What follows belongs to an exercise in optimizing a design on an open flow for small area and a short achievable clock period; a production flow would make more cautious choices. At most, simulation tests tie the RTL to the original design; equivalence was not proved. The RTL of runs 5 and 7 was laid out without a check of its function. Power is estimated from default activity; no workload was simulated.

## constraint.sdc

```tcl
create_clock -name core_clock -period 9.0 [get_ports {clk_i}]
set_input_delay 1.8000 -clock core_clock [delete_from_list [all_inputs] [get_ports {clk_i}]]
set_output_delay 1.8000 -clock core_clock [all_outputs]
set_load 0.01 [all_outputs]
```

## standard.sh

```bash
#!/bin/bash
# synth_recipe.tcl (not shown) runs the flow's synth.tcl, then flattens the netlist and writes it again
# the make line also repeats each setting of config.mk as NAME=value (left out here)
make -C /OpenROAD-flow-scripts/flow DESIGN_CONFIG=/design/flow/config.mk WORK_HOME=/design/flow/orfs CLKGATE_MAP_FILE= SYNTH_SCRIPT=/design/flow/synth_recipe.tcl "${@:-finish}"
```

## flow/run.sh

```bash
#!/bin/bash
set -euo pipefail
export BUFFER_PORTS_ARGS="-buffer_cell sky130_fd_sc_hd__buf_2"
bash standard.sh > standard_flow.log 2>&1
```

## design.v

```verilog
module anvil_shared_tlb #(
  parameter int unsigned ENTRIES    = 16,
  parameter int unsigned VLEN       = 64,
  parameter int unsigned ASID_WIDTH = 16
) (
  input  logic                  clk_i,
  input  logic                  rst_i,
  input  logic                  flush_i,
  input  logic                  itlb_miss_i,
  input  logic                  dtlb_miss_i,
  input  logic [VLEN-1:0]       itlb_vaddr_i,
  input  logic [VLEN-1:0]       dtlb_vaddr_i,
  input  logic                  dtlb_is_store_i,
  input  logic [ASID_WIDTH-1:0] asid_i,
  output logic                  itlb_ack_o,
  output logic                  dtlb_ack_o,
  output logic                  ptw_access_o,
  output logic                  ptw_hit_o,
  output logic [VLEN-1:0]       ptw_vaddr_o,
  output logic                  ptw_itlb_req_o,
  output logic                  ptw_is_store_o,
  input  logic                  ptw_update_valid_i,
  input  logic [26:0]           ptw_update_vpn_i,
  input  logic [ASID_WIDTH-1:0] ptw_update_asid_i,
  input  logic [1:0]            ptw_update_is_page_i,
  input  logic [63:0]           ptw_update_content_i,
  input  logic                  ptw_error_i,
  output logic                  refill_valid_o,
  output logic                  refill_is_itlb_o,
  output logic [26:0]           refill_vpn_o,
  output logic [ASID_WIDTH-1:0] refill_asid_o,
  output logic [1:0]            refill_is_page_o,
  output logic [63:0]           refill_content_o,
  output logic [31:0]           perf_hit_cnt_o,
  output logic [31:0]           perf_miss_cnt_o
);
  localparam int unsigned IW = $clog2(ENTRIES);
  localparam int unsigned EW = 27 + ASID_WIDTH + 2 + 64;
  logic idle_q, lookup_q, wait_q;
  logic [ENTRIES-1:0]    valid_q;
  logic [26:0]           vpn_q     [ENTRIES];
  logic [ASID_WIDTH-1:0] asid_q    [ENTRIES];
  logic [1:0]            page_q    [ENTRIES];
  logic [63:0]           content_q [ENTRIES];
  logic [IW-1:0]         rr_q;
  logic [VLEN-1:0]       req_vaddr_q;
  logic                  req_itlb_q, req_store_q;
  logic                  ack;
  logic [VLEN-1:0]       sel_vaddr;
  logic [26:0]           lk_vpn;
  logic [ENTRIES-1:0]    match, first, sel_q, inv_first, rr_dec, we;
  logic                  hit_q, all_valid, fill_we;
  assign itlb_ack_o = idle_q && !flush_i && itlb_miss_i;
  assign dtlb_ack_o = idle_q && !flush_i && !itlb_miss_i && dtlb_miss_i;
  assign ack        = idle_q && !flush_i && (itlb_miss_i || dtlb_miss_i);
  assign sel_vaddr  = itlb_miss_i ? itlb_vaddr_i : dtlb_vaddr_i;
  assign lk_vpn     = sel_vaddr[38:12];
  always_comb begin
    for (int i = 0; i < int'(ENTRIES); i++) begin
      logic hi_eq, mid_eq, lo_eq;
      hi_eq  = (vpn_q[i][26:18] == lk_vpn[26:18]);
      mid_eq = (vpn_q[i][17:9]  == lk_vpn[17:9]);
      lo_eq  = (vpn_q[i][8:0]   == lk_vpn[8:0]);
      match[i] = valid_q[i] && (content_q[i][5] || asid_q[i] == asid_i) && hi_eq &&
                 (page_q[i][0] || mid_eq) && (page_q[i][0] || page_q[i][1] || lo_eq);
    end
  end
  always_comb begin
    for (int i = 0; i < int'(ENTRIES); i++) begin
      first[i] = match[i] && !(|(match & ((ENTRIES'(1) << i) - ENTRIES'(1))));
    end
  end
  always_ff @(posedge clk_i or posedge rst_i) begin
    if (rst_i) begin
      sel_q <= '0;
      hit_q <= 1'b0;
    end else begin
      sel_q <= ack ? first : '0;
      hit_q <= ack && (|match);
    end
  end
  logic [EW-1:0] rd;
  always_comb begin
    rd = '0;
    for (int i = 0; i < int'(ENTRIES); i++) begin
      rd = rd | ({EW{sel_q[i]}} & {content_q[i], page_q[i], asid_q[i], 9'd0, vpn_q[i][17:0]});
    end
    rd[26:18] = {9{hit_q}} & req_vaddr_q[38:30];
    rd = rd & {EW{!flush_i}};
  end
  assign ptw_access_o     = lookup_q && !flush_i;
  assign ptw_hit_o        = hit_q && !flush_i;
  assign refill_valid_o   = ptw_hit_o;
  assign refill_is_itlb_o = ptw_hit_o && req_itlb_q;
  assign refill_vpn_o     = rd[26:0];
  assign refill_asid_o    = rd[27 +: ASID_WIDTH];
  assign refill_is_page_o = rd[27 + ASID_WIDTH +: 2];
  assign refill_content_o = rd[27 + ASID_WIDTH + 2 +: 64];
  assign ptw_vaddr_o    = req_vaddr_q;
  assign ptw_itlb_req_o = req_itlb_q;
  assign ptw_is_store_o = req_store_q;
  always_ff @(posedge clk_i or posedge rst_i) begin
    if (rst_i) begin
      idle_q   <= 1'b1;
      lookup_q <= 1'b0;
      wait_q   <= 1'b0;
    end else begin
      idle_q   <= flush_i || (idle_q && !itlb_miss_i && !dtlb_miss_i) || (lookup_q && hit_q) ||
                  (wait_q && (ptw_update_valid_i || ptw_error_i));
      lookup_q <= ack;
      wait_q   <= !flush_i && ((lookup_q && !hit_q) ||
                               (wait_q && !ptw_update_valid_i && !ptw_error_i));
    end
  end
  always_ff @(posedge clk_i or posedge rst_i) begin
    if (rst_i) begin
      req_vaddr_q <= '0;
      req_itlb_q  <= 1'b0;
      req_store_q <= 1'b0;
    end else if (ack) begin
      req_vaddr_q <= sel_vaddr;
      req_itlb_q  <= itlb_miss_i;
      req_store_q <= !itlb_miss_i && dtlb_is_store_i;
    end
  end
  always_comb begin
    logic below_valid;
    below_valid = 1'b1;
    for (int i = 0; i < int'(ENTRIES); i++) begin
      inv_first[i] = !valid_q[i] && below_valid;
      below_valid  = below_valid && valid_q[i];
      rr_dec[i]    = (rr_q == IW'(i));
    end
  end
  assign all_valid = &valid_q;
  assign fill_we   = wait_q && ptw_update_valid_i && !flush_i;
  assign we        = {ENTRIES{fill_we}} & (all_valid ? rr_dec : inv_first);
  always_ff @(posedge clk_i or posedge rst_i) begin
    if (rst_i) begin
      valid_q <= '0;
      rr_q    <= '0;
    end else if (flush_i) begin
      valid_q <= '0;
    end else if (fill_we) begin
      valid_q <= valid_q | we;
      if (all_valid) rr_q <= rr_q + 1'b1;
    end
  end
  always_ff @(posedge clk_i) begin
    for (int i = 0; i < int'(ENTRIES); i++) begin
      if (we[i]) begin
        vpn_q[i]     <= ptw_update_vpn_i;
        asid_q[i]    <= ptw_update_asid_i;
        page_q[i]    <= ptw_update_is_page_i;
        content_q[i] <= ptw_update_content_i;
      end
    end
  end
  logic [31:0] hit_cnt_q, miss_cnt_q;
  always_ff @(posedge clk_i or posedge rst_i) begin
    if (rst_i) begin
      hit_cnt_q  <= '0;
      miss_cnt_q <= '0;
    end else if (ptw_access_o) begin
      if (hit_q && hit_cnt_q != 32'hFFFF_FFFF)   hit_cnt_q  <= hit_cnt_q + 32'd1;
      if (!hit_q && miss_cnt_q != 32'hFFFF_FFFF) miss_cnt_q <= miss_cnt_q + 32'd1;
    end
  end
  assign perf_hit_cnt_o  = hit_cnt_q;
  assign perf_miss_cnt_o = miss_cnt_q;
endmodule
```

## config.mk

```make
export PLATFORM = sky130hd
export DESIGN_NAME = anvil_shared_tlb
export DESIGN_NICKNAME = anvil_shared_tlb
export VERILOG_FILES = /design/flow/design.v
export SDC_FILE = /design/flow/constraint.sdc
export NUM_CORES = 4
export LEC_CHECK = 0
export CAP_MARGIN = 20
export CORE_MARGIN = 2
export CORE_UTILIZATION = 40
export CTS_BUF_LIST = sky130_fd_sc_hd__clkbuf_16
export CTS_CLUSTER_DIAMETER = 100
export CTS_CLUSTER_SIZE = 25
export SETUP_SLACK_MARGIN = 4.5
export SLEW_MARGIN = 20
```

==> run notes, run 1 <==
* CP arrival at ~2.8 ns
* Final Max Slew Viols at 0
* Clock Path Buffers at 3
* Worst skew pair latency at about 0.8 ns
* Worst-path clk slew at between 0.1 and 0.15 ns
* Worst EP required at 7.20 ns
* Fin crit period at roughly 4.6 ns
* Syn Inst Count at 4677
* Htree depth at 3
* Hpwl dp at between 150000 and 200000 um
* Maximum clock frequency at approximately 0.22 GHz
* Synthesized area at a little under 80000 sq um
* Hold crit path type: register to register
* Status: timing/DRC/antenna clean
* Critical path startpoint category: register
* Area Growth Syn to Fin at 19.8%
* Setup_tns at 0 ns
* Synth cell types at 63
* Count leader, synth: edfxtp_1
* Initial antenna violation count at 48
* Core Area at about 190000 sq um
* Initial Utilization at 0.401
* Setup Skew at between 0.04 and 0.05 ns
* Synth top area share at 0.680
* Fin crit share at 0.507
* TritonRoute pass-1 iters at 5
* Synth Warn # at 5
* Final Hold Viols at 0
* Initial DRC count at about 7700
* Final setup margin at around 4.4 ns
* Pwr Density at 168 nW/um^2
* Placer Congestion at 0.969
* Ys async rst share at 0.0888
* Post-synth top cells: edfxtp_1 (1744), xnor2_1 (424), xor2_1 (329)
* Share of layout cells above drive strength 1 at 0.250
* Fin area at between 90000 and 100000 sq um
* Critical path's top delay family: flip-flops
* Relative slew margins at 0.186
* Clock sinks at roughly 1900
* Synth Area per Inst at 16.5 sq um
* Syn Nets at 4944
* Horiz. Die Dim at roughly 440 um
* Ys flop type: edfxtp_1
* TritonCTS clock tree: built
* Top Ports at roughly 500
* Worst setup EP type: primary output
* Final net count at 5643
* EDFF count, synth at between 1500 and 2000
* Pre-CTS worst setup slack at between 3 and 4 ns
* Crit path kind: register to primary output
* Tightest Pin Transition at about 1.2 ns
* Hold-fix buffers, CTS at 0
* Total die area at a little under 200000 sq um
* Total GRT Usage at 0.287
* Crit path max fanout at 44
* Rows at 161
* Port Buffers at a little over 500
* First-pass GRT wire length at approximately 390000 um
* Post-DR vias/cell at approximately 6.3
* DRC at 0
* Pleak at 30.3 nW
* Top post-synthesis cells by area: edfxtp_1 (68%), dfrtp_1 (5.5%), xnor2_1 (4.8%)
* Die Y at about 440 um
* Via count at approximately 50000
* Max-Cap Viols at 0
* Total congestion overflow at 0
* Root Buffer: clkbuf_16
* Sequential-to-total area share from yosys stat at 0.735
* Num CTS Buffers at 90
* Final ANT Viol Nets at 0
* Routed WL at just under 300000 um
* CP max-delay cell: dfrtp_4
* IR drop worst, VDD at around 0.15 mV
* Number of global-route vias before repair at 47069
* Design Power at between 15 and 20 mW
* Largest net degree at the start of global routing at between 100 and 150
* CP peak stage delay at 0.57 ns
* Setup violations, final at 0
* Area leader, netlist: edfxtp_1
* Synth Register Bits at between 1500 and 2000
* Placed inst area at approximately 83000 sq um
* CP Cell Sequence: buf_12, a22oi_1, and3_4, a31oi_4, buf_2
* WL/cell at 37.3 um
* RSZ-0062 raised after global routing: true
* WP buf/inv at 2
[flip-flops by register name (all words and copies together), names as in the netlist, 4 cells and up]
signal,cells
page_q,32
hit_cnt_q,32
sel_q,16
vpn_q,432
rr_q,4
valid_q,16
req_vaddr_q,64
content_q,1024
asid_q,256
miss_cnt_q,32
[through the flow]
stage | std cells | util | hold WS (ns)
final | 7958 | 0.481 | 0.481
after global routing | 7952 | 0.481 | 0.511
after CTS | 7809 | 0.468 | 0.488
after detailed placement | 7523 | 0.431 | 0.465
after global placement | 7523 | 0.431 | 0.459
after floorplan | 4677 | - | 0.464
[path summary, 6_finish.rpt]
| check | start | endpoint | slack, ns | cells past startpoint |
|---|---|---|---|---|
| min in group asynchronous | rst_i | miss_cnt_q[22] | 1.12 | 2 |
| max | sel_q[8] | refill_content_o[6] | 4.43 | 5 |
| max in group asynchronous | rst_i | req_vaddr_q[21] | 6.60 | 3 |
| min | req_vaddr_q[40] | req_vaddr_q[40] | 0.48 | 2 |
| min reg2reg | req_vaddr_q[40] | req_vaddr_q[40] | 0.48 | 2 |
| max reg2reg | valid_q[2] | content_q[14][7] | 4.67 | 9 |
[metal layers]
metal  wire [um]  GRT usage
met1      115000      0.392
met2      133000      0.438
met3       31700     0.0587
met4       16700      0.139
met5         279          0
[cells in the final DEF (no fill, tap or decap), types with 86 or more instances in the layout]
master,count
a221oi_1,125
a221oi_2,172
a22o_1,299
a22oi_1,195
and3_1,86
buf_2,478
buf_4,210
clkbuf_16,105
dfrtp_1,153
edfxtp_1,1744
nand2_1,118
nor4_1,122
xnor2_1,424
xor2_1,329
[cell families (layout without fill, tap and decap cells)]
kind of cell	count (synthesis)	after routing	synth area share
flops	1914	1914	0.735
compound gates	1056	1056	0.110
xor+xnor	753	753	0.0856
simple gates	595	596	0.0425
buf+inv	288	1022	0.0159
mux	65	65	0.0106
fa+ha+maj	6	6	0.000974
other cells	0	20	0
[worst reg2reg max path: stages (launching register included)]
cell     delay [ns]
dfrtp_1        0.57
nand3_1        0.20
nor2_1         0.16
and3_1         0.23
nand4_1        0.35
nor2_1         0.50
and3_1         0.30
a21oi_1        0.22
nor2_4         0.60
buf_12         0.65
[layout make-up]
type | instances | area (sq um)
fill | 16135 | 99600
clock inverter | 36 | 299
sequential | 1914 | 56700
antenna | 20 | 50.0
clock buffer | 92 | 2300
inverter | 12 | 56.3
multi-input combinational | 2476 | 21700
tap | 2526 | 3160
timing repair buffer | 882 | 8090
[repair_timing]
item / in CTS / in global routing
hold endpoints to repair: 0 / 0
buffers inserted: 118 / 114
gates cloned: 40 / 14
pin swaps: 51 / 95
endpoints found under the setup margin: 191 / 219
resized for setup: 348 / 194
[power breakdown]
group | switching (mW) | internal (mW) | leakage [nW]
combinational | 0.595 | 0.347 | 11.1
sequential | 0.0535 | 9.75 | 17.9
clock | 2.88 | 1.92 | 1.34
==> run 2, diff against run 1 <==
--- a/config.mk
+++ b/config.mk
@@ -8,8 +8,5 @@
 export CAP_MARGIN = 20
 export CORE_MARGIN = 2
 export CORE_UTILIZATION = 40
-export CTS_BUF_LIST = sky130_fd_sc_hd__clkbuf_16
-export CTS_CLUSTER_DIAMETER = 100
-export CTS_CLUSTER_SIZE = 25
-export SETUP_SLACK_MARGIN = 4.5
+export SETUP_SLACK_MARGIN = 4.0
 export SLEW_MARGIN = 20
==> run notes, run 2 <==
* Hold crit path type: register to register
* CP Cell Sequence: buf_6, buf_12, a31oi_1, buf_2
* Crit path max fanout at 38
* Design Power at ~19 mW
* Total GRT Usage at 0.267
* Setup Skew at approximately 0.063 ns
* Share of layout cells above drive strength 1 at 0.184
* First-pass GRT wire length at about 370000 um
* Final Hold Viols at 0
* CP max-delay cell: a31oi_1
* Crit path kind: primary input to primary output
* Synth cell types at between 60 and 70
* Relative slew margins at 0.184
* Max-Cap Viols at 0
* Fin crit period at around 5 ns
* Worst EP required at 7.20 ns
* TritonRoute pass-1 iters at 6
* Combinational share of power at 0.045
* Area Growth Syn to Fin at 16.8%
* Initial Utilization at 0.401
* Post-DR vias/cell at slightly above 6
* Post-synth top cells: edfxtp_1 (1744), xnor2_1 (424), xor2_1 (329)
* Area leader, netlist: edfxtp_1
* Fin crit share at 0.557
* WL/cell at 33.9 um
* Setup violations, final at 0
* Syn Nets at 4944
* Syn Inst Count at between 4000 and 5000
* Pleak at 29.4 nW
* Clock sinks at ~1900
* Largest reg by FF count: content_q
* Clock power share at 0.428
* Max reg flops at between 1000 and 1500
* Hpwl dp at 147000 um
* Setup_tns at 0 ns
* Synthesized area at approximately 77000 sq um
* Initial antenna violation count at 57
* Worst setup EP type: primary output
* TritonCTS clock tree: built
* Worst-path clk slew at 0.06 ns
* Seq pwr share at 0.527
* Rows at ~160
* Largest net degree at the start of global routing at around 140
* CP peak stage delay at 0.54 ns
* IR drop worst, VDD at about 0.22 mV
* Int Power at approximately 14 mW
* Maximum clock frequency at ~0.2 GHz
* Horiz. Die Dim at 443 um
* DRC at 0
* Clock Path Buffers at 3
* Routed WL at roughly 270000 um
* Regs by FF count: content_q (1024), vpn_q (432), asid_q (256)
* Final Max Slew Viols at 0
* Psw at 4.15 mW
* Htree depth at 4
* Initial DRC count at around 6100
* Synth top area share at 0.680
* Worst skew pair latency at ~0.89 ns
* Pwr Density at 207 nW/um^2
* RSZ-0062 raised after global routing: false
* Core Area at about 190000 sq um
* Total die area at roughly 200000 sq um
* Tightest Pin Transition at 1.22 ns
* Sequential-to-total area share from yosys stat at 0.735
* Count leader, synth: edfxtp_1
* Synth Area per Inst at 16.5 sq um
* Status: timing/DRC/antenna clean
* Root Buffer: clkbuf_16
* Total congestion overflow at 0
* Commonest non-fill, non-tap cells in the layout: edfxtp_1 (1744), buf_2 (504), xnor2_1 (424)
* Final net count at between 5000 and 6000
* Critical path startpoint category: primary input
* Most common cell after layout, fill and taps aside: edfxtp_1
* Switching share of total power at 0.223
* Placer Congestion at approximately 0.94
* Hold-fix buffers, CTS at 0
* Num CTS Buffers at roughly 190
* Die Y at 443 um
* CP arrival at 3.21 ns
* Number of global-route vias before repair at 46691
* Ys async rst share at 0.0888
* Top Ports at 506
* Ys flop type: edfxtp_1
* Top post-synthesis cells by area: edfxtp_1 (68%), dfrtp_1 (5.5%), xnor2_1 (4.8%)
* EDFF count, synth at about 1700
* Synth Warn # at 5
* Via count at roughly 50000
* Final ANT Viol Nets at 0
* Synth Register Bits at about 1900
* Port Buffers at around 510
==> run 2: cell counts after synthesis <==
Identical to the previous run, type by type.
==> run 2: per-layer routing <==
layer,GRT usage,wire (um),up-vias
met3,0.0581,25700,655
met1,0.355,106000,25371
met2,0.418,124000,2867
met4,0.124,13700,46
li1,-,-,19959
met5,0,287,-
==> run 2: logic make-up after synthesis <==
family                     after synthesis  synth area share
buffers and inverters                  288            0.0159
AOI/OAI and AO/OA                     1056             0.110
and+or+nand+nor                        595            0.0425
adders and majority gates                6          0.000974
xor gates and xnor gates               753            0.0856
DFF                                   1914             0.735
muxes                                   65            0.0106
==> run 2: layout make-up <==
type / count / area [sq um]
Fill cell: 16484 / 102000
Sequential cell: 1914 / 56700
Multi-Input combinational cell: 2475 / 19600
Clock buffer: 254 / 5210
Timing Repair Buffer: 629 / 4180
Tap cell: 2526 / 3160
Clock inverter: 107 / 1090
Inverter: 12 / 56.3
Antenna cell: 16 / 40.0
==> run 2: final timing paths <==
check	cells past startpoint	slack (ns)	end	start
worst max-delay path	4	3.99	refill_content_o[31]	flush_i
worst min-delay path	2	0.47	req_vaddr_q[8]	req_vaddr_q[8]
worst max register to register	9	4.71	asid_q[5][4]	valid_q[0]
worst min register to register	2	0.47	req_vaddr_q[8]	req_vaddr_q[8]
max in group asynchronous	3	6.65	req_vaddr_q[22]	rst_i
min in group asynchronous	2	1.06	miss_cnt_q[22]	rst_i
==> run 2: metrics by stage <==
step	instances	instance area (sq um)	utilization	setup WS, ns	hold WS (ns)
5_1_grt	7926	90000	0.469	3.99	0.497
6_report	7933	90000	0.469	3.99	0.472
3_3_place_gp	7503	82600	0.430	3.15	0.458
3_5_place_dp	7504	82700	0.431	3.13	0.465
2_1_floorplan	4677	77200	-	3.20	0.464
4_1_cts	7890	89700	0.467	4.01	0.479
==> run 2: critical path: cells and delay by family <==
| family | cells | cell delay (ns) |
|---|---|---|
| buffers and inverters | 3 | 0.76 |
| AO/OA/AOI/OAI | 1 | 0.54 |
==> run 2: power by group through the flow <==
| stage | Sequential, mW | Combinational [mW] | Clock [mW] |
|---|---|---|---|
| 2_1_floorplan | 10.0 | 0.376 | 0 |
| 3_3_place_gp | 10.0 | 0.804 | 0 |
| 3_5_place_dp | 10.0 | 0.811 | 0 |
| 4_1_cts | 9.82 | 0.817 | 8.06 |
| 5_1_grt | 9.82 | 0.894 | 8.39 |
| 6_report | 9.82 | 0.838 | 7.97 |
==> run 2: what timing repair did <==
| item | in CTS | in global routing |
|---|---|---|
| cloned | 0 | 0 |
| setup endpoints to repair | 101 | 6 |
| pin swaps | 0 | 0 |
| resized for setup | 75 | 4 |
| buffers inserted | 25 | 26 |
==> run 3, diff against run 2 <==
==> run.sh (new file) <==
#!/bin/bash
# synth_recipe.tcl (not shown) runs the flow's synth.tcl, then flattens the netlist and writes it again
# the make line also repeats each setting of config.mk as NAME=value (left out here)
make -C /OpenROAD-flow-scripts/flow DESIGN_CONFIG=/design/flow/config.mk WORK_HOME=/design/flow/orfs CLKGATE_MAP_FILE= SYNTH_SCRIPT=/design/flow/synth_recipe.tcl finish
removed: flow/run.sh
removed: standard.sh
==> run notes, run 3 <==
* Design Power at about 19 mW
* Combinational share of power at 0.052
* Htree depth at 4
* WL/cell at between 30 and 40 um
* Final Hold Viols at 0
* Top Ports at 506
* Hold crit path type: register to register
* RSZ-0062 raised after global routing: true
* Crit path max fanout at slightly above 40
* Final net count at 5537
* Tightest Pin Transition at about 1.3 ns
* Synth Warn # at 5
* TritonRoute pass-1 iters at 5
* Initial antenna violation count at 38
* Commonest non-fill, non-tap cells in the layout: edfxtp_1 (1744), clkdlybuf4s50_1 (472), xnor2_1 (424)
* Clock Path Buffers at 3
* Total GRT Usage at 0.274
* Ys async rst share at 0.0888
* Pleak at about 30 nW
* DRC at 0
* Routed WL at around 270000 um
* Hpwl dp at between 150000 and 200000 um
* Int Power at roughly 15 mW
* Clock sinks at 1914
* Crit path kind: primary input to primary output
* Worst EP required at 7.20 ns
* Fin crit period at just over 5 ns
* Synth Register Bits at approximately 1900
* Largest reg by FF count: content_q
* Relative slew margins at 0.108
* Setup Skew at around 0.08 ns
* Pwr Density at ~200 nW/um^2
* Setup_tns at 0 ns
* Synth top area share at 0.680
* Root Buffer: clkbuf_16
* Synthesized area at 77100 sq um
* Switching share of total power at 0.221
* Initial DRC count at approximately 6200
* Non-filler instance count after layout at 7965
* Regs by FF count: content_q (1024), vpn_q (432), asid_q (256)
* Synth Area per Inst at 16.5 sq um
* Worst setup EP type: primary output
* Setup violations, final at 0
* Total die area at a little under 200000 sq um
* CP arrival at 3.28 ns
* Area leader, netlist: edfxtp_1
* Maximum clock frequency at just under 0.2 GHz
* Max reg flops at 1024
* Syn Nets at ~4900
* Pre-CTS worst setup slack at between 2 and 3 ns
* Core Area at 192000 sq um
* Syn Inst Count at ~4700
* Worst skew pair latency at around 0.88 ns
* Psw at about 4.2 mW
* Status: timing/DRC/antenna clean
* Synth cell types at 63
* Final setup margin at just under 4 ns
* Post-synth top cells: edfxtp_1 (1744), xnor2_1 (424), xor2_1 (329)
* Critical path startpoint category: primary input
* Area Growth Syn to Fin at 21.9%
* First-pass GRT wire length at between 300000 and 400000 um
* Clock power share at 0.424
* Placer Congestion at around 0.98
* Ys flop type: edfxtp_1
* Top post-synthesis cells by area: edfxtp_1 (68%), dfrtp_1 (5.5%), xnor2_1 (4.8%)
* Worst-path clk slew at around 0.050 ns
* Total congestion overflow at 0
* Final Max Slew Viols at 0
* TritonCTS clock tree: built
* Hold-fix buffers, CTS at 0
* Number of global-route vias before repair at 47314
* Fin crit share at 0.564
* Die Y at roughly 440 um
* Share of layout cells above drive strength 1 at 0.112
* Horiz. Die Dim at between 400 and 500 um
* Rows at between 150 and 200
* Num CTS Buffers at around 200
* Max-Cap Viols at 0
* EDFF count, synth at approximately 1700
* Final ANT Viol Nets at 0
* Seq pwr share at 0.524
* Most common cell after layout, fill and taps aside: edfxtp_1
* Placed inst area at 85300 sq um
* Fin area at 93900 sq um
* Post-DR vias/cell at between 6 and 7
* Sequential-to-total area share from yosys stat at 0.735
* IR drop worst, VDD at a little under 0.2 mV
* Via count at roughly 50000
* Largest net degree at the start of global routing at ~110
* Initial Utilization at 0.401
* Placed cells at around 7500
* Port Buffers at 505
* Count leader, synth: edfxtp_1
==> run 3: layer usage <==
metal,vias up,wire (um),global-route usage
met5,-,289,0
met4,44,14400,0.136
met3,648,26600,0.0590
met2,2897,125000,0.422
met1,25533,108000,0.367
li1,20014,-,-
==> run 3: final timing paths <==
kind	from	slack [ns]	depth (start not counted)	end
worst max-delay path	flush_i	3.92	3	refill_vpn_o[11]
worst min-delay path	req_vaddr_q[0]	0.48	2	req_vaddr_q[0]
worst max register to register	valid_q[0]	4.49	10	content_q[13][60]
worst min register to register	req_vaddr_q[0]	0.48	2	req_vaddr_q[0]
max in group asynchronous	rst_i	5.92	3	sel_q[7]
min in group asynchronous	rst_i	1.49	2	req_vaddr_q[32]
==> run 3: area by class of cell <==
class,instances,area (sq um)
tap,2526,3160
fill,16124,98000
antenna,13,32.5
sequential,1914,56700
multi-input combinational,2475,20300
clock buffer,262,5320
timing repair buffer,669,7470
inverter,12,56.3
clock inverter,94,950
==> run 3: worst max-delay path: stages <==
cell	delay, ns
buf_16	0.19
a31oi_2	0.50
clkdlybuf4s50_1	0.63
==> run 3: cell families after synthesis <==
group,Yosys count,synth area share
AOI/OAI and AO/OA,1056,0.110
adders and majority gates,6,0.000974
xor gates and xnor gates,753,0.0856
DFF,1914,0.735
buffers and inverters,288,0.0159
and+or+nand+nor,595,0.0425
muxes,65,0.0106
==> run 3: power by group through the flow <==
stage                     logic (mW)  registers, mW  clock network, mW
after floorplan                0.376           10.0                  0
after global placement         0.936           10.0                  0
after detailed placement       0.941           10.0                  0
after CTS                      0.967           9.83               8.05
after global routing            1.03           9.83               8.40
final                          0.971           9.83               7.96
==> run 3: repair_timing <==
item                                    CTS  global route
pin swaps                                 2             1
gates cloned                              6             2
endpoints found under the setup margin  119            36
setup buffers                            69             4
resized for setup                       232            25
==> run 3: per-stage QoR <==
stage          hold WS, ns   util
2_1_floorplan        0.464      -
3_3_place_gp         0.462  0.444
3_5_place_dp         0.472  0.444
4_1_cts              0.486  0.488
5_1_grt              0.501  0.489
6_report             0.478  0.489
==> run 4, diff against run 3 <==
--- a/config.mk
+++ b/config.mk
@@ -8,5 +8,8 @@
 export CAP_MARGIN = 20
 export CORE_MARGIN = 2
 export CORE_UTILIZATION = 40
+export CTS_BUF_LIST = sky130_fd_sc_hd__clkbuf_8
+export CTS_CLUSTER_SIZE = 30
 export SETUP_SLACK_MARGIN = 4.0
 export SLEW_MARGIN = 20
+export TNS_END_PERCENT = 5
==> run notes, run 4 <==
* Synth Warn # at 5
* Hpwl dp at about 150000 um
* Placer Congestion at just under 1
* Fin crit share at 0.606
* Maximum clock frequency at between 0.15 and 0.2 GHz
* Pre-CTS worst setup slack at between 3 and 4 ns
* Via count at about 50000
* Design Power at between 15 and 20 mW
* Post-synth top cells: edfxtp_1 (1744), xnor2_1 (424), xor2_1 (329)
* Total GRT Usage at 0.277
* Worst hold start: req_vaddr_q[12]
* TritonRoute pass-1 iters at 6
* Critical path startpoint category: primary input
* RSZ-0062 raised after global routing: true
* Top Ports at approximately 500
* Clock sinks at 1914
* Num CTS Buffers at around 340
* Core Util, Final at 0.485
* Initial DRC count at 6500
* Total die area at between 150000 and 200000 sq um
* First-pass GRT wire length at ~390000 um
* Share of layout cells above drive strength 1 at 0.119
* Final net count at 5653
* Final Max Slew Viols at 0
* Largest net degree at the start of global routing at 171
* Worst setup EP type: primary output
* Die Y at 443 um
* Horiz. Die Dim at roughly 440 um
* Core Area at approximately 190000 sq um
* Status: timing/DRC/antenna clean
* Synth cell types at 63
* Relative slew margins at 0.157
* Synth Area per Inst at roughly 16 sq um
* Hold crit path type: register to register
* Fill cells at between 15000 and 20000
* Largest reg by FF count: content_q
* Syn Inst Count at approximately 4700
* Rows at approximately 160
* Syn Nets at about 4900
* Final setup margin at ~3.5 ns
* Most common cell after layout, fill and taps aside: edfxtp_1
* Reg-to-reg setup timing slack at ~4.7 ns
* TritonCTS clock tree: built
* Routed WL at between 200000 and 300000 um
* Commonest non-fill, non-tap cells in the layout: edfxtp_1 (1744), clkdlybuf4s50_1 (492), xnor2_1 (424)
* Total congestion overflow at 0
* Final Hold Viols at 0
* Count leader, synth: edfxtp_1
* Area Growth Syn to Fin at 20.9%
* Sequential-to-total area share from yosys stat at 0.735
* EDFF count, synth at 1744
* Max-Cap Viols at 0
* Setup Skew at 0.0619 ns
* Hold-fix buffers, CTS at 0
* Worst EP required at 7.20 ns
* Port Buffers at between 500 and 600
* Ys flop type: edfxtp_1
* Root Buffer: clkbuf_8
* Area leader, netlist: edfxtp_1
* Post-DR vias/cell at 6.11
* Synth top area share at 0.680
* Clock Path Buffers at 4
* Ys async rst share at 0.0888
* Regs by FF count: content_q (1024), vpn_q (432), asid_q (256)
* Setup_tns at 0 ns
* Setup violations, final at 0
* Crit path max fanout at 40
* Initial antenna violation count at 27
* Number of global-route vias before repair at about 49000
* Pleak at approximately 30 nW
* Final ANT Viol Nets at 0
* WL/cell at between 30 and 40 um
* Max reg flops at 1024
* CP startpoint: flush_i
* Worst skew pair latency at approximately 1.1 ns
* IR drop worst, VDD at roughly 0.17 mV
* Synthesized area at a little under 80000 sq um
* Fin crit period at 5.46 ns
* Pwr Density at roughly 190 nW/um^2
* Crit path kind: primary input to primary output
* Tightest Pin Transition at about 1.3 ns
* Top post-synthesis cells by area: edfxtp_1 (68%), dfrtp_1 (5.5%), xnor2_1 (4.8%)
* RR Startpoint: valid_q[0]
* Worst-path clk slew at 0.06 ns
* CP arrival at around 3.7 ns
* Htree depth at 5
* Synth Register Bits at 1914
* DRC at 0
* Initial Utilization at 0.401
[run 4: cell counts after synthesis]
No cell type changed its count.
[run 4: repair_timing]
action                     CTS  global route
pin swaps                    4             1
setup buffers               44             0
resized for setup          190             9
setup endpoints to repair  115           113
gates cloned                 9             2
[run 4: cell families after synthesis]
| logic type | share of synthesized area |
|---|---|
| DFF | 0.735 |
| AOI/OAI and AO/OA | 0.110 |
| muxes | 0.0106 |
| adders and majority gates | 0.000974 |
| buffers and inverters | 0.0159 |
| and+or+nand+nor | 0.0425 |
| xor gates and xnor gates | 0.0856 |
[run 4: final cells by class]
type | count | area (sq um) | share of cell area
Sequential cell | 1914 | 56700 | 0.608
Multi-Input combinational cell | 2475 | 19900 | 0.214
Timing Repair Buffer | 648 | 7360 | 0.0790
Clock buffer | 347 | 4780 | 0.0512
Tap cell | 2526 | 3160 | 0.0339
Clock inverter | 229 | 1190 | 0.0128
Inverter | 12 | 48.8 | 0.000524
Antenna cell | 11 | 27.5 | 0.000295
[run 4: through the flow]
step	instances	hold WS, ns	instance area, sq um
floorplan	4677	0.464	77100
global placement	7516	0.464	85200
detailed placement	7519	0.470	85300
CTS	8148	0.483	93000
global route	8156	0.506	93200
finish	8162	0.479	93200
[run 4: report_power, final]
group / switching, mW / internal, mW / leakage (nW)
registers: 0.0521 / 9.78 / 17.9
clock network: 3.53 / 3.83 / 3.44
logic: 0.568 / 0.394 / 8.53
[run 4: metal layers]
metal / GRT usage / vias up / wire length (um)
met1: 0.375 / 25687 / 110000
met5: 0 / - / 175
met2: 0.432 / 3198 / 128000
met3: 0.0593 / 649 / 27700
li1: - / 20296 / -
met4: 0.122 / 26 / 12600
[run 4: final timing paths]
kind                            cells past startpoint                  end
worst max-delay path                                4  refill_content_o[6]
worst min-delay path                                2      req_vaddr_q[12]
worst max register to register                      8         vpn_q[5][10]
max in group asynchronous                           4      req_vaddr_q[18]
worst min register to register                      2      req_vaddr_q[12]
min in group asynchronous                           3       miss_cnt_q[21]
[run 4: critical path, cell delays in order]
cell	delay [ns]
buf_8	0.19
buf_12	0.28
a31oi_2	0.50
clkdlybuf4s50_1	0.62
==> run 5, diff against run 4 <==
--- a/design.v
+++ b/design.v
@@ -83,10 +83,9 @@
   always_comb begin
     rd = '0;
     for (int i = 0; i < int'(ENTRIES); i++) begin
-      rd = rd | ({EW{sel_q[i]}} & {content_q[i], page_q[i], asid_q[i], 9'd0, vpn_q[i][17:0]});
+      rd = rd | ({EW{sel_q[i] && !flush_i}} &
+                 {content_q[i], page_q[i], asid_q[i], vpn_q[i]});
     end
-    rd[26:18] = {9{hit_q}} & req_vaddr_q[38:30];
-    rd = rd & {EW{!flush_i}};
   end
   assign ptw_access_o     = lookup_q && !flush_i;
   assign ptw_hit_o        = hit_q && !flush_i;
--- a/config.mk
+++ b/config.mk
@@ -8,8 +8,5 @@
 export CAP_MARGIN = 20
 export CORE_MARGIN = 2
 export CORE_UTILIZATION = 40
-export CTS_BUF_LIST = sky130_fd_sc_hd__clkbuf_8
-export CTS_CLUSTER_SIZE = 30
-export SETUP_SLACK_MARGIN = 4.0
+export SETUP_SLACK_MARGIN = 0.3
 export SLEW_MARGIN = 20
-export TNS_END_PERCENT = 5
==> run notes, run 5 <==
* Port Buffers at 505
* Fin crit share at 0.771
* Final net count at 5488
* Share of layout cells above drive strength 1 at 0.0849
* Relative slew margins at 0.162
* Area leader, netlist: edfxtp_1
* Initial Utilization at 0.403
* Largest net degree at the start of global routing at about 110
* Hold crit path type: register to register
* Clock sinks at 1914
* Synth top area share at 0.675
* CP peak stage delay at around 0.7 ns
* Final Hold Viols at 0
* EDFF count, synth at roughly 1700
* Horiz. Die Dim at approximately 440 um
* Total GRT Usage at 0.266
* DRC at 0
* Routed WL at between 200000 and 300000 um
* Via count at 48976
* Max reg flops at a little over 1000
* Maximum clock frequency at 0.144 GHz
* Regs by FF count: content_q (1024), vpn_q (432), asid_q (256)
* Synthesized area at between 70000 and 80000 sq um
* Fill cells at roughly 16000
* Initial antenna violation count at 34
* RSZ-0062 raised after global routing: false
* CP Cell Sequence: buf_2, nor2b_4, buf_4, buf_4, a22o_1, a221oi_1, nand4_1, clkdlybuf4s50_1
* Worst setup EP type: primary output
* Synth Register Bits at between 1500 and 2000
* Hpwl dp at ~160000 um
* Pre-CTS worst setup slack at between 2 and 2.5 ns
* TritonRoute pass-1 iters at 6
* Post-synth top cells: edfxtp_1 (1744), xnor2_1 (513), a22o_1 (437)
* Switching share of total power at 0.221
* Seq pwr share at 0.526
* Top Ports at 506
* CP max-delay cell: nor2b_4
* Psw at about 4.1 mW
* Post_cts resized at 0
* Synth Area per Inst at roughly 17 sq um
* Synth Warn # at 5
* Pwr Density at around 200 nW/um^2
* CP arrival at approximately 5.1 ns
* Most used cell, CP: buf_4
* Core Area at about 190000 sq um
* Final ANT Viol Nets at 0
* Total die area at ~200000 sq um
* Top post-synthesis cells by area: edfxtp_1 (67%), xnor2_1 (5.8%), dfrtp_1 (5.4%)
* Worst skew pair latency at 0.87 ns
* Fin crit period at 6.94 ns
* Multi-input gate area at approximately 20000 sq um
* TritonCTS clock tree: built
* Worst hold start: req_vaddr_q[39]
* Count leader, synth: edfxtp_1
* Most common cell after layout, fill and taps aside: edfxtp_1
* Htree depth at 4
* Crit path kind: primary input to primary output
* Synth cell types at 61
* Tightest Pin Transition at 1.26 ns
* Hold-fix buffers, CTS at 0
* First-pass GRT wire length at approximately 370000 um
* Commonest non-fill, non-tap cells in the layout: edfxtp_1 (1744), xnor2_1 (513), clkdlybuf4s50_1 (503)
* Root Buffer: clkbuf_16
* Setup repair bufs after CTS at 0
* Clock Path Buffers at 3
* Reg area at between 50000 and 60000 sq um
* Largest reg by FF count: content_q
* Die Y at around 440 um
* Ys flop type: edfxtp_1
* Total congestion overflow at 0
* Combinational share of power at 0.051
* Number of global-route vias before repair at about 48000
* Max-Cap Viols at 0
* RR Startpoint: valid_q[0]
* Setup_tns at 0 ns
* IR drop worst, VDD at 0.196 mV
* Num CTS Buffers at just under 200
* Setup violations, final at 0
* Worst EP required at 7.20 ns
* Pleak at approximately 30 nW
* Final Max Slew Viols at 0
* Rows at ~160
* Placer Congestion at 0.923
* Status: timing/DRC/antenna clean
* Int Power at roughly 15 mW
* Area Growth Syn to Fin at 18.9%
* Setup Skew at ~0.041 ns
* Post-DR vias/cell at ~6.2
* Final setup margin at about 2.1 ns
* Ys async rst share at 0.0888
* Initial DRC count at about 6400
* Critical path startpoint category: primary input
* Sequential-to-total area share from yosys stat at 0.729
* WL/cell at between 30 and 40 um
* Syn Inst Count at between 4000 and 5000
* Syn Nets at around 5000
* CP startpoint: flush_i
* Crit path max fanout at 25
* Worst-path clk slew at roughly 0.050 ns
* Clock power share at 0.424
run 5: cell families after synthesis:
logic type,synth area share
and+or+nand+nor,0.0448
muxes,0.0127
DFF,0.729
adders and majority gates,0.000967
xor gates and xnor gates,0.0848
AOI/OAI and AO/OA,0.111
buffers and inverters,0.0161
run 5: routing by layer:
layer  global-route usage  up-vias  part of all wire
li1                     -    20128                 -
met1                0.355    25140              0.39
met2                0.413     3064              0.45
met3               0.0576      614             0.098
met4                0.129       30             0.053
met5                    0        -           0.00067
run 5: per-stage QoR:
step | area (sq um) | utilization | hold slack [ns] | cells | total power, mW
6_report | 92300 | 0.479 | 0.478 | 7926 | 18.7
5_1_grt | 92300 | 0.479 | 0.499 | 7922 | 19.2
4_1_cts | 92200 | 0.478 | 0.484 | 7910 | 18.8
3_5_place_dp | 86000 | 0.446 | 0.471 | 7549 | 11.0
3_3_place_gp | 86000 | 0.446 | 0.461 | 7549 | 11.0
2_1_floorplan | 77600 | - | 0.464 | 4684 | 10.4
run 5: layout make-up:
type / count / area share
diodes: 15 / 0.000407
clock buffers: 244 / 0.0551
clock inverters: 117 / 0.0121
inverters: 12 / 0.000569
multi-input cells: 2476 / 0.217
flip-flops and latches: 1914 / 0.613
well taps: 2526 / 0.0342
repair buffers: 622 / 0.0669
run 5: path summary, 6_finish.rpt:
kind,slack (ns),end,cells past startpoint
min in group asynchronous,1.49,req_vaddr_q[42],2
max in group asynchronous,6.24,req_vaddr_q[56],3
setup reg to reg,4.78,content_q[3][60],8
hold reg to reg,0.48,req_vaddr_q[39],2
setup / recovery,2.06,refill_asid_o[9],8
hold / removal,0.48,req_vaddr_q[39],2
run 5: worst max-delay path, delay by kind of cell:
family,cells,cell delay (ns)
buffers and inverters,4,1.96
and+or+nand+nor,2,1.04
AOI/OAI and AO/OA,2,0.26
run 5: power groups by stage:
stage / Sequential [mW] / Clock, mW / Combinational, mW
2_1_floorplan: 10.0 / 0 / 0.379
3_3_place_gp: 10.0 / 0 / 0.942
6_report: 9.83 / 7.92 / 0.951
5_1_grt: 9.83 / 8.36 / 1.01
4_1_cts: 9.83 / 8.03 / 0.951
3_5_place_dp: 10.0 / 0 / 0.947
==> run 6, diff against run 5 <==
--- a/design.v
+++ b/design.v
@@ -83,9 +83,10 @@
   always_comb begin
     rd = '0;
     for (int i = 0; i < int'(ENTRIES); i++) begin
-      rd = rd | ({EW{sel_q[i] && !flush_i}} &
-                 {content_q[i], page_q[i], asid_q[i], vpn_q[i]});
+      rd = rd | ({EW{sel_q[i]}} & {content_q[i], page_q[i], asid_q[i], 9'd0, vpn_q[i][17:0]});
     end
+    rd[26:18] = {9{hit_q}} & req_vaddr_q[38:30];
+    rd = rd & {EW{!flush_i}};
   end
   assign ptw_access_o     = lookup_q && !flush_i;
   assign ptw_hit_o        = hit_q && !flush_i;
==> flow/run.sh (new file) <==
#!/bin/bash
set -euo pipefail
export BUFFER_PORTS_ARGS="-buffer_cell sky130_fd_sc_hd__buf_2"
bash standard.sh > standard_flow.log 2>&1
==> standard.sh (new file) <==
#!/bin/bash
# synth_recipe.tcl (not shown) runs the flow's synth.tcl, then flattens the netlist and writes it again
# the make line also repeats each setting of config.mk as NAME=value (left out here)
make -C /OpenROAD-flow-scripts/flow DESIGN_CONFIG=/design/flow/config.mk WORK_HOME=/design/flow/orfs CLKGATE_MAP_FILE= SYNTH_SCRIPT=/design/flow/synth_recipe.tcl "${@:-finish}"
--- a/config.mk
+++ b/config.mk
@@ -8,5 +8,8 @@
 export CAP_MARGIN = 20
 export CORE_MARGIN = 2
 export CORE_UTILIZATION = 40
-export SETUP_SLACK_MARGIN = 0.3
+export CTS_BUF_LIST = sky130_fd_sc_hd__clkbuf_16
+export CTS_CLUSTER_DIAMETER = 80
+export CTS_CLUSTER_SIZE = 20
+export SETUP_SLACK_MARGIN = 5.0
 export SLEW_MARGIN = 20
removed: run.sh
==> run notes, run 6 <==
* Status: timing/DRC/antenna clean
* Num CTS Buffers at approximately 110
* Fin crit period at about 4.6 ns
* Commonest non-fill, non-tap cells in the layout: edfxtp_1 (1744), buf_2 (454), xnor2_1 (424)
* Clock sinks at ~1900
* First-pass GRT wire length at 410000 um
* RSZ-0062 raised after global routing: true
* Clock power share at 0.339
* Pwr Density at roughly 170 nW/um^2
* Top Ports at about 510
* Combinational share of power at 0.058
* Port Buffers at between 500 and 600
* WHS Endpoint: req_vaddr_q[8]
* Setup_tns at 0 ns
* Int Power at approximately 13 mW
* Rows at between 150 and 200
* Total GRT Usage at 0.300
* Top post-synthesis cells by area: edfxtp_1 (68%), dfrtp_1 (5.5%), xnor2_1 (4.8%)
* FF-to-FF path depth at 8
* Hold crit path type: register to register
* Routed WL at 310000 um
* Final ANT Viol Nets at 0
* Crit path max fanout at 4
* Final net count at 5744
* EDFF count, synth at about 1700
* Relative slew margins at 0.0352
* Root Buffer: clkbuf_16
* Switching share of total power at 0.229
* Worst skew pair latency at around 0.85 ns
* Pleak at roughly 32 nW
* Sequential-to-total area share from yosys stat at 0.735
* IR drop worst, VDD at 0.161 mV
* Setup violations, final at 0
* Synthesized area at between 70000 and 80000 sq um
* Count leader, synth: edfxtp_1
* Fin crit share at 0.517
* RR Startpoint: valid_q[0]
* Worst EP required at 7.20 ns
* Largest reg by FF count: content_q
* Synth Area per Inst at ~16 sq um
* Total die area at 196000 sq um
* Htree depth at 3
* Synth Warn # at 5
* DRC at 0
* Initial Utilization at 0.401
* TritonRoute pass-1 iters at 6
* Most common cell after layout, fill and taps aside: edfxtp_1
* Max-Cap Viols at 0
* Final Hold Slack at between 0.4 and 0.5 ns
* Ys flop type: edfxtp_1
* Via count at 51594
* CP peak stage delay at 0.54 ns
* Initial antenna violation count at 39
* WL/cell at between 30 and 40 um
* Placer Congestion at between 0.9 and 1
* CP max-delay cell: dfrtp_4
* Worst-path clk slew at about 0.10 ns
* Area Growth Syn to Fin at 24.6%
* Crit path kind: register to primary output
* Hold Path Depth at 2
* Horiz. Die Dim at around 440 um
* Seq pwr share at 0.604
* Worst hold start: req_vaddr_q[8]
* Number of global-route vias before repair at about 48000
* Tightest Pin Transition at between 1 and 1.5 ns
* Synth top area share at 0.680
* Worst setup EP type: primary output
* Syn Nets at 4944
* Reg2reg end: content_q[5][63]
* Critical path startpoint category: register
* Setup Skew at 0.0802 ns
* Synth cell types at 63
* Die Y at around 440 um
* Maximum clock frequency at 0.215 GHz
* Hpwl dp at 152000 um
* Post-synth top cells: edfxtp_1 (1744), xnor2_1 (424), xor2_1 (329)
* Reg-to-reg setup timing slack at 5.08 ns
* Regs by FF count: content_q (1024), vpn_q (432), asid_q (256)
* Total congestion overflow at 0
* Syn Inst Count at about 4700
* CP Cell Sequence: buf_12, clkbuf_16, buf_4, a22o_1, a221oi_2, a31oi_4, buf_2
* Critical path's top delay family: compound AO/OA/AOI/OAI gates
* Final Hold Viols at 0
* Final Max Slew Viols at 0
* Ys async rst share at 0.0888
* Core Area at ~190000 sq um
* TritonCTS clock tree: built
* Share of layout cells above drive strength 1 at 0.287
* Area leader, netlist: edfxtp_1
* Largest net degree at the start of global routing at 139
* Synth Register Bits at 1914
* Initial DRC count at 7636
* Fill cells at about 16000
* Max reg flops at between 1000 and 1500
* Clock Path Buffers at 3
* WP buf/inv at 4
* CP arrival at between 2 and 3 ns
* Post-DR vias/cell at roughly 6.4
* Psw at about 3.7 mW
==> run 6: cell types whose count changed in the layout (fill, tap and decap cells not counted), sizes merged, moves of 90 or more <==
cell,change
a22oi,+199
clkbuf,-114
clkdlybuf4s50,-503
buf,+814
a221oi,-136
xor2,+90
and3,+94
nand4,-140
a31oi,+98
a22o,-136
==> run 6: kinds of logic (layout without fill, tap and decap cells) <==
kind of cell,after synthesis,in the layout,synth area share
adder cells (fa/ha/maj),6,6,0.000974
AND/OR/NAND/NOR,595,599,0.0425
flip-flops,1914,1914,0.735
AO/OA/AOI/OAI,1056,1056,0.110
XOR/XNOR,753,753,0.0856
multiplexers,65,65,0.0106
other,0,18,0
buffers and inverters,288,1139,0.0159
==> run 6: repair_timing <==
item,4_1_cts,5_1_grt
resized for setup,578,249
pin swaps,146,147
setup buffers,221,71
hold buffers,0,0
setup endpoints to repair,866,468
gates cloned,59,14
endpoints found under the hold margin,0,0
==> run 6: power groups by stage <==
stage | sequential [mW] | combinational, mW | clock [mW]
floorplan | 10.0 | 0.376 | 0
global placement | 10.0 | 0.798 | 0
detailed placement | 10.0 | 0.805 | 0
CTS | 9.81 | 0.902 | 5.53
global route | 9.82 | 0.990 | 5.81
finish | 9.81 | 0.936 | 5.50
==> run 6: worst reg2reg max path: stages (launching register included) <==
cell and delay [ns]:
dfrtp_1 0.63, nand3_1 0.22, nor2_1 0.16, and3_1 0.21, nand4_1 0.26, nor3_1 0.41
a21oi_1 0.28, nor2_4 0.64, buf_8 0.56
==> run 6: how the worst max path moves through the flow <==
stage / startpoint / endpoint / slack [ns] / cells past startpoint
global route: sel_q[0] / refill_content_o[29] / 4.32 / 8
global placement: itlb_miss_i / sel_q[13] / 3.13 / 10
detailed placement: itlb_miss_i / sel_q[15] / 3.11 / 10
finish: sel_q[1] / refill_content_o[2] / 4.35 / 7
floorplan: flush_i / asid_q[12][0] / 3.29 / 5
CTS: sel_q[0] / refill_vpn_o[7] / 4.35 / 8
==> run 6: routing by layer <==
| layer | track usage | up-vias | routed length (um) |
|---|---|---|---|
| li1 | - | 20405 | - |
| met2 | 0.467 | 3484 | 142000 |
| met5 | 0 | - | 221 |
| met3 | 0.0578 | 753 | 31500 |
| met4 | 0.168 | 34 | 19600 |
| met1 | 0.396 | 26918 | 117000 |
==> run 6: metrics by stage <==
step	total power, mW	instances	setup WS [ns]	cell area, sq um	utilization
6_report	16.2	8076	4.35	96100	0.500
5_1_grt	16.6	8066	4.32	96000	0.500
4_1_cts	16.2	7973	4.35	93500	0.487
3_5_place_dp	10.8	7522	3.11	82800	0.431
3_3_place_gp	10.8	7522	3.13	82800	0.431
2_1_floorplan	10.4	4677	3.29	77200	-
==> run 6: area by class of cell <==
cell class	instances	area [sq um]	area share
Sequential cell	1914	56700	0.590
Multi-Input combinational cell	2479	22900	0.238
Timing Repair Buffer	956	9830	0.102
Tap cell	2526	3160	0.0329
Clock buffer	117	2930	0.0305
Clock inverter	54	465	0.00485
Inverter	12	56.3	0.000586
Antenna cell	18	45.0	0.000469
==> run 7, diff against run 6 <==
--- a/design.v
+++ b/design.v
@@ -134,7 +134,13 @@
   end
   assign all_valid = &valid_q;
   assign fill_we   = wait_q && ptw_update_valid_i && !flush_i;
-  assign we        = {ENTRIES{fill_we}} & (all_valid ? rr_dec : inv_first);
+  logic [ENTRIES-1:0] victim_q;
+  logic               all_valid_q;
+  always_ff @(posedge clk_i) begin
+    victim_q    <= all_valid ? rr_dec : inv_first;
+    all_valid_q <= all_valid;
+  end
+  assign we = {ENTRIES{fill_we}} & victim_q;
   always_ff @(posedge clk_i or posedge rst_i) begin
     if (rst_i) begin
       valid_q <= '0;
@@ -143,7 +149,7 @@
       valid_q <= '0;
     end else if (fill_we) begin
       valid_q <= valid_q | we;
-      if (all_valid) rr_q <= rr_q + 1'b1;
+      if (all_valid_q) rr_q <= rr_q + 1'b1;
     end
   end
   always_ff @(posedge clk_i) begin
==> config.mk (replaced) <==
export PLATFORM = sky130hd
export DESIGN_NAME = anvil_shared_tlb
export DESIGN_NICKNAME = anvil_shared_tlb
export VERILOG_FILES = /design/flow/design.v
export SDC_FILE = /design/flow/constraint.sdc
export NUM_CORES = 4
export LEC_CHECK = 0
export ABC_AREA = 1
export CAP_MARGIN = 20
export CORE_MARGIN = 2
export CORE_UTILIZATION = 40
export CTS_BUF_LIST = sky130_fd_sc_hd__clkbuf_16
export CTS_CLUSTER_DIAMETER = 100
export CTS_CLUSTER_SIZE = 25
export SETUP_SLACK_MARGIN = 4.5
export SLEW_MARGIN = 20
==> run notes, run 7 <==
* Horiz. Die Dim at ~460 um
* Int Power at 12.1 mW
* Hpwl dp at 164000 um
* Synth Register Bits at around 1900
* Critical Path Sink: refill_is_page_o[1]
* Fin crit period at approximately 4.8 ns
* Clock power share at 0.312
* Worst skew pair latency at between 0.8 and 0.9 ns
* Maximum clock frequency at 0.210 GHz
* Die Y at around 460 um
* Total GRT Usage at 0.278
* Num CTS Buffers at 92
* Worst setup EP type: primary output
* TritonCTS clock tree: built
* Regs by FF count: content_q (1024), vpn_q (432), asid_q (256)
* Placer Congestion at 0.932
* Combinational share of power at 0.059
* Via count at 58269
* Final net count at 7481
* Share of layout cells above drive strength 1 at 0.191
* Area Growth Syn to Fin at 18.5%
* WL/cell at 30.6 um
* Synth Area per Inst at ~12 sq um
* Reg-to-reg setup timing slack at 5.73 ns
* Setup_tns at 0 ns
* Relative slew margins at 0.124
* CP arrival at between 2 and 3 ns
* Final Hold Viols at 0
* Setup violations, final at 0
* Crit path kind: register to primary output
* Syn Nets at ~6900
* Port Buffers at between 500 and 600
* Fin crit share at 0.529
* Tightest Pin Transition at roughly 1.3 ns
* WP buf/inv at 5
* RR Startpoint: wait_q
* Synth top area share at 0.641
* Root Buffer: clkbuf_16
* Initial DRC count at 7665
* Final ANT Viol Nets at 0
* Post-DR vias/cell at approximately 5.9
* Total congestion overflow at 0
* Most common cell after layout, fill and taps aside: edfxtp_1
* Total die area at ~210000 sq um
* Crit path depth at 11
* Top Ports at ~510
* Hold-fix buffers, CTS at 0
* Rows at approximately 170
* Status: timing/DRC/antenna clean
* Ys flop type: edfxtp_1
* Sequential-to-total area share from yosys stat at 0.698
* Largest reg by FF count: content_q
* CP startpoint: sel_q[2]
* Max-Cap Viols at 0
* Initial Utilization at 0.403
* Seq pwr share at 0.628
* Placed cells at 9585
* FF-to-FF path depth at 5
* Psw at approximately 3.7 mW
* TritonRoute pass-1 iters at 6
* DRC at 0
* Max reg flops at a little over 1000
* Synthesized area at roughly 82000 sq um
* Final Max Slew Viols at 0
* Largest net degree at the start of global routing at 171
* Hold crit path type: register to register
* Post-synth top cells: edfxtp_1 (1744), nand2_1 (1688), inv_1 (580)
* Reg2reg end: content_q[7][35]
* Clock sinks at slightly below 2000
* CP Cell Sequence: buf_6, buf_4, buf_12, buf_12, nand2_4, nand3_2, a221oi_2, nand2_1, a221oi_2, a41oi_2, buf_6
* Pleak at about 36 nW
* RSZ-0062 raised after global routing: true
* Non-filler instance count after layout at roughly 9900
* Ys async rst share at 0.0880
* Core Area at 203000 sq um
* Setup Skew at between 0.04 and 0.05 ns
* EDFF count, synth at 1744
* Commonest non-fill, non-tap cells in the layout: edfxtp_1 (1744), nand2_1 (1672), inv_1 (595)
* IR drop worst, VDD at 0.198 mV
* Pwr Density at around 160 nW/um^2
* Number of global-route vias before repair at between 50000 and 60000
* Initial antenna violation count at 65
* Critical path's top delay family: buffers and inverters
* CP peak stage delay at 0.61 ns
* Syn Inst Count at ~6600
* Htree depth at 3
* Clock Path Buffers at 3
* Crit path max fanout at 7
* Top post-synthesis cells by area: edfxtp_1 (64%), nand2_1 (7.8%), dfrtp_1 (5.2%)
* CP max-delay cell: dfrtp_4
* Synth cell types at 50
* Area leader, netlist: edfxtp_1
* Switching share of total power at 0.233
* Worst EP required at just over 7 ns
* Routed WL at approximately 300000 um
* Worst-path clk slew at approximately 0.11 ns
* Count leader, synth: edfxtp_1
* Critical path startpoint category: register
* Synth Warn # at 5
* First-pass GRT wire length at 414000 um
[run 7: cell count changes in the layout (fill, tap and decap cells not counted), moves of 53 or more]
cell	before	now
nand2_1	117	1672
xnor2_1	424	196
xor2_1	326	162
buf_4	208	113
nor4_1	102	11
nor2_1	40	378
and3_1	66	1
a22oi_1	195	0
nand3_1	25	167
inv_1	32	595
a221oi_1	79	132
[run 7: what timing repair did]
item | in CTS | in global routing
pin swaps | 91 | 117
setup buffers | 109 | 59
cloned | 23 | 16
endpoints found under the setup margin | 114 | 117
gates resized for setup | 515 | 241
[run 7: final cells by class]
cell class	count	area [sq um]
fillers	17648	106000
flip-flops and latches	1931	57000
multi-input cells	3800	24400
repair buffers	794	6980
well taps	2672	3340
clock buffers	94	2350
inverters	595	2290
clock inverters	40	408
diodes	19	47.5
[run 7: power groups by stage]
stage / registers, mW / logic (mW) / clock network (mW)
after floorplan: 10.1 / 0.441 / 0
after global placement: 10.1 / 0.877 / 0
after detailed placement: 10.1 / 0.890 / 0
after CTS: 9.90 / 0.924 / 4.98
after global routing: 9.91 / 1.01 / 5.27
final: 9.90 / 0.933 / 4.92
[run 7: cell families after synthesis]
group / after synthesis / share of synthesized area
adder cells (fa/ha/maj): 6 / 0.000919
XOR/XNOR: 358 / 0.0384
flip-flops: 1931 / 0.698
AO/OA/AOI/OAI: 992 / 0.0971
AND/OR/NAND/NOR: 2444 / 0.121
buffers and inverters: 908 / 0.0451
[run 7: worst min path at each step]
stage                    startpoint         endpoint  cells after the start
floorplan               valid_q[10]     victim_q[10]                      1
global placement        valid_q[10]     victim_q[10]                      1
detailed placement       valid_q[5]      victim_q[5]                      1
CTS                     valid_q[13]     victim_q[13]                      1
global route             valid_q[5]      victim_q[5]                      1
finish              req_vaddr_q[19]  req_vaddr_q[19]                      2
[run 7: metal layers]
| layer | share of wire | wire, um | GRT usage | up-vias |
|---|---|---|---|---|
| met2 | 0.46 | 140000 | 0.444 | 3486 |
| met1 | 0.38 | 117000 | 0.367 | 29260 |
| li1 | - | - | - | 24816 |
| met3 | 0.11 | 32300 | 0.0632 | 665 |
| met5 | 0.00091 | 277 | 0 | - |
| met4 | 0.048 | 14500 | 0.116 | 42 |
[run 7: metrics by stage]
step	worst slack (ns)	cell area [sq um]	utilization	hold slack [ns]	total power, mW
6_report	4.24	96800	0.478	0.486	15.8
5_1_grt	4.16	96800	0.478	0.500	16.2
4_1_cts	4.20	94500	0.467	0.491	15.8
3_5_place_dp	3.50	87000	0.430	0.470	11.0
3_3_place_gp	3.50	87000	0.430	0.464	11.0
2_1_floorplan	3.33	81700	-	0.444	10.6
[run 7: worst min-delay path, delay by kind of cell (launching register included)]
family          cells  cell delay, ns
compound gates      1            0.06
flops               1            0.35
simple gates        1            0.05
==> run 8, diff against run 7 <==
--- a/design.v
+++ b/design.v
@@ -134,13 +134,7 @@
   end
   assign all_valid = &valid_q;
   assign fill_we   = wait_q && ptw_update_valid_i && !flush_i;
-  logic [ENTRIES-1:0] victim_q;
-  logic               all_valid_q;
-  always_ff @(posedge clk_i) begin
-    victim_q    <= all_valid ? rr_dec : inv_first;
-    all_valid_q <= all_valid;
-  end
-  assign we = {ENTRIES{fill_we}} & victim_q;
+  assign we        = {ENTRIES{wait_q && ptw_update_valid_i}} & (all_valid ? rr_dec : inv_first);
   always_ff @(posedge clk_i or posedge rst_i) begin
     if (rst_i) begin
       valid_q <= '0;
@@ -148,8 +142,8 @@
     end else if (flush_i) begin
       valid_q <= '0;
     end else if (fill_we) begin
-      valid_q <= valid_q | we;
-      if (all_valid_q) rr_q <= rr_q + 1'b1;
+      valid_q <= valid_q | we;   
+      if (all_valid) rr_q <= rr_q + 1'b1;
     end
   end
   always_ff @(posedge clk_i) begin
--- a/config.mk
+++ b/config.mk
@@ -5,7 +5,6 @@
 export SDC_FILE = /design/flow/constraint.sdc
 export NUM_CORES = 4
 export LEC_CHECK = 0
-export ABC_AREA = 1
 export CAP_MARGIN = 20
 export CORE_MARGIN = 2
 export CORE_UTILIZATION = 40
==> run notes, run 8 <==
* Status: timing/DRC/antenna clean
* Metal1 wirelength at 112000 um
* Crit path kind: primary input to primary output
* Total GRT Usage at 0.283
* Non-filler instance count after layout at between 7000 and 8000
* Syn Nets at between 4000 and 5000
* Worst setup EP type: primary output
* Fin area at slightly above 90000 sq um
* Area leader, netlist: edfxtp_1
* Core Util, Final at 0.479
* Commonest non-fill, non-tap cells in the layout: edfxtp_1 (1744), buf_2 (472), xnor2_1 (454)
* RSZ-0062 raised after global routing: true
* Setup violations, final at 0
* Top post-synthesis cells by area: edfxtp_1 (68%), dfrtp_1 (5.5%), xnor2_1 (5.1%)
* Area Growth Syn to Fin at 19.2%
* Most used cell, CP: buf_16
* Hold-fix buffers, CTS at 0
* Pwr Density at ~170 nW/um^2
* WL/cell at about 38 um
* Compound-Gate Fraction of Synth Area at 0.107
* Share of layout cells above drive strength 1 at 0.242
* Post-synthesis simple-gate area fraction at 0.0448
* Placed cells at roughly 7500
* Tightest Pin Transition at around 1.2 ns
* Synth Warn # at 5
* Ys async rst share at 0.0888
* Initial Utilization at 0.402
* TritonCTS clock tree: built
* Max-Cap Viols at 0
* Hpwl dp at ~150000 um
* First-pass GRT wire length at 390000 um
* Port Buffers at about 500
* Post-DR vias/cell at roughly 6.4
* Placer Congestion at between 0.9 and 1
* Crit path max fanout at 13
* Total die area at 197000 sq um
* Multi-input gate area at 22300 sq um
* Final Max Slew Viols at 0
* Hold crit path type: register to register
* Design Power at about 15 mW
* Die Y at between 400 and 500 um
* Most common cell after layout, fill and taps aside: edfxtp_1
* Top Ports at between 500 and 600
* Initial DRC count at between 7000 and 8000
* Critical path startpoint category: primary input
* Core Area at 192000 sq um
* Fin crit period at ~4.6 ns
* Worst skew pair latency at around 0.8 ns
* Setup_tns at 0 ns
* Top Metal Used: met5
* Via count at ~50000
* Root Buffer: clkbuf_16
* Final ANT Viol Nets at 0
* Fin crit share at 0.510
* Syn Inst Count at ~4700
* Worst EP required at 7.20 ns
* Sequential-to-total area share from yosys stat at 0.732
* Post-synthesis mux area share at 0.0129
* Reg area at 56700 sq um
* CP Cell Sequence: buf_16, buf_16, a31oi_2, buf_2
* Rows at about 160
* Worst-path clk slew at approximately 0.1 ns
* Placed inst area at a little over 80000 sq um
* CP max-delay cell: a31oi_2
* Number of global-route vias before repair at 46761
* IR drop worst, VDD at slightly above 0.2 mV
* EDFF count, synth at 1744
* Post-synth top cells: edfxtp_1 (1744), xnor2_1 (454), a22o_1 (301)
* Clock Path Buffers at 3
* Synth Area in Adders at 0.000970
* Relative slew margins at 0.224
* Largest reg by FF count: content_q
* Synthesized area at 77400 sq um
* Final net count at between 5000 and 6000
* Total congestion overflow at 0
* Num CTS Buffers at a little under 90
* Initial antenna violation count at around 50
* Largest net degree at the start of global routing at around 120
* Synth top area share at 0.677
* Regs by FF count: content_q (1024), vpn_q (432), asid_q (256)
* Synth Register Bits at roughly 1900
* Setup Skew at 0.0546 ns
* Met3 WL at about 32000 um
* Pleak at roughly 30 nW
* Max reg flops at ~1000
* Largest family of logic cells by synthesized area: compound AO/OA/AOI/OAI gates
* Htree depth at 3
* Ys flop type: edfxtp_1
* Synth cell types at 62
* Fill cells at 16153
* Final Hold Viols at 0
* Count leader, synth: edfxtp_1
* TritonRoute pass-1 iters at 7
* CP peak stage delay at 0.33 ns
* Met2 WL at 134000 um
* XOR/XNOR share of the synthesized area at 0.0853
* Maximum clock frequency at 0.218 GHz
* Horiz. Die Dim at roughly 440 um
* CP arrival at roughly 2.8 ns
* Routed WL at a little under 300000 um
* DRC at 0
* Clock sinks at about 1900
* Synth Area per Inst at 16.5 sq um
-- run 8: cell types whose count changed after synthesis, sizes merged, moves of 32 or more --
cell / change
a221oi: -46
a22oi: +202
a31oi: +49
a41oi: -63
and3: +108
inv: -571
mux2i: +64
nand2: -1616
nand3: -142
nor2: -306
nor4: +113
o21ai: -32
xnor2: +259
xor2: +136
-- run 8: path summary, 6_finish.rpt --
kind / slack, ns / end / cells after the start / startpoint
setup / recovery: 4.41 / refill_asid_o[1] / 4 / flush_i
hold / removal: 0.48 / req_vaddr_q[43] / 2 / req_vaddr_q[43]
setup reg to reg: 4.66 / content_q[7][19] / 9 / valid_q[0]
hold reg to reg: 0.48 / req_vaddr_q[43] / 2 / req_vaddr_q[43]
max in group asynchronous: 6.52 / req_vaddr_q[6] / 4 / rst_i
min in group asynchronous: 1.24 / hit_cnt_q[10] / 3 / rst_i
-- run 8: metal layers --
layer  vias to the layer above  track usage
li1                      19941            -
met1                     25974        0.377
met2                      3271        0.439
met3                       692       0.0616
met4                        56        0.138
met5                         -            0
-- run 8: what timing repair did --
action	in CTS	in global routing
setup buffers	69	53
pin swaps	56	97
resized for setup	391	207
setup endpoints to repair	131	136
cloned	49	22
-- run 8: area by class of cell --
class / instances / area share
Clock inverter: 36 / 0.00326
Antenna cell: 18 / 0.000489
Inverter: 18 / 0.000774
Timing Repair Buffer: 764 / 0.0800
Clock buffer: 90 / 0.0244
Multi-Input combinational cell: 2486 / 0.242
Tap cell: 2526 / 0.0343
Sequential cell: 1914 / 0.615
-- run 8: metrics by stage --
step                      hold WS [ns]  setup WS [ns]
after floorplan                  0.464           3.47
after global placement           0.459           3.10
after detailed placement         0.466           3.13
after CTS                        0.489           4.35
after global routing             0.504           4.38
final                            0.484           4.41
-- run 8: cell families after synthesis --
family	after synthesis
buffers and inverters	296
AOI/OAI and AO/OA	1037
xor gates and xnor gates	753
and+or+nand+nor	624
adders and majority gates	6
DFF	1914
muxes	66
-- run 8: report_power, final --
part,internal [mW],switching [mW]
clock network,1.89,2.81
registers,9.76,0.0539
logic,0.314,0.589
-- run 8: worst max-delay path: cells and delay by family --
kind	cells	cell delay (ns)
buffers and inverters	3	0.60
AO/OA/AOI/OAI	1	0.33

-- separate check: timing with driven ports --
In the flow no input, the clock included, has a driving cell. The finished layouts below were timed again as built, in two steps. Step 1 (the two cells are an assumption about what drives the block):
set clk [get_ports {clk_i}]
set_driving_cell -lib_cell sky130_fd_sc_hd__clkbuf_16 $clk
set_driving_cell -lib_cell sky130_fd_sc_hd__buf_2 [delete_from_list [all_inputs] $clk]
Step 2 also shifts input and output timing later by t, the mid clock arrival at the registers, as if the neighbouring blocks saw the same clock. a / b / c = ideal / step 1 / step 2; a / b = the first two.
run | t, ns | slack for setup (ns) | worst register clock-pin slew, ns | worst slew at a driven data input, ns
run 1 | 0.879 | 4.433 / 4.184 / 3.465 | 0.11 / 0.11 | 0.47
run 2 | 0.950 | 3.987 / 3.908 / 3.157 | 0.07 / 0.07 | 0.18
run 3 | 0.915 | 3.921 / 3.678 / 3.048 | 0.07 / 0.07 | 0.41
run 4 | 1.124 | 3.545 / 3.500 / 2.978 | 0.07 / 0.07 | 0.23
run 5 | 0.941 | 2.065 / 2.004 / 2.004 | 0.07 / 0.07 | 0.23
run 6 | 0.900 | 4.351 / 3.954 / 3.649 | 0.10 / 0.10 | 0.72
run 7 | 0.892 | 4.242 / 4.069 / 3.720 | 0.11 / 0.11 | 0.56
run 8 | 0.855 | 4.408 / 4.145 / 3.484 | 0.11 / 0.11 | 0.39
After both steps every run listed still meets setup and hold. For run 1, which loses most, drivers alone change the setup slack by -0.249 ns; drivers and shift together by -0.968 ns.
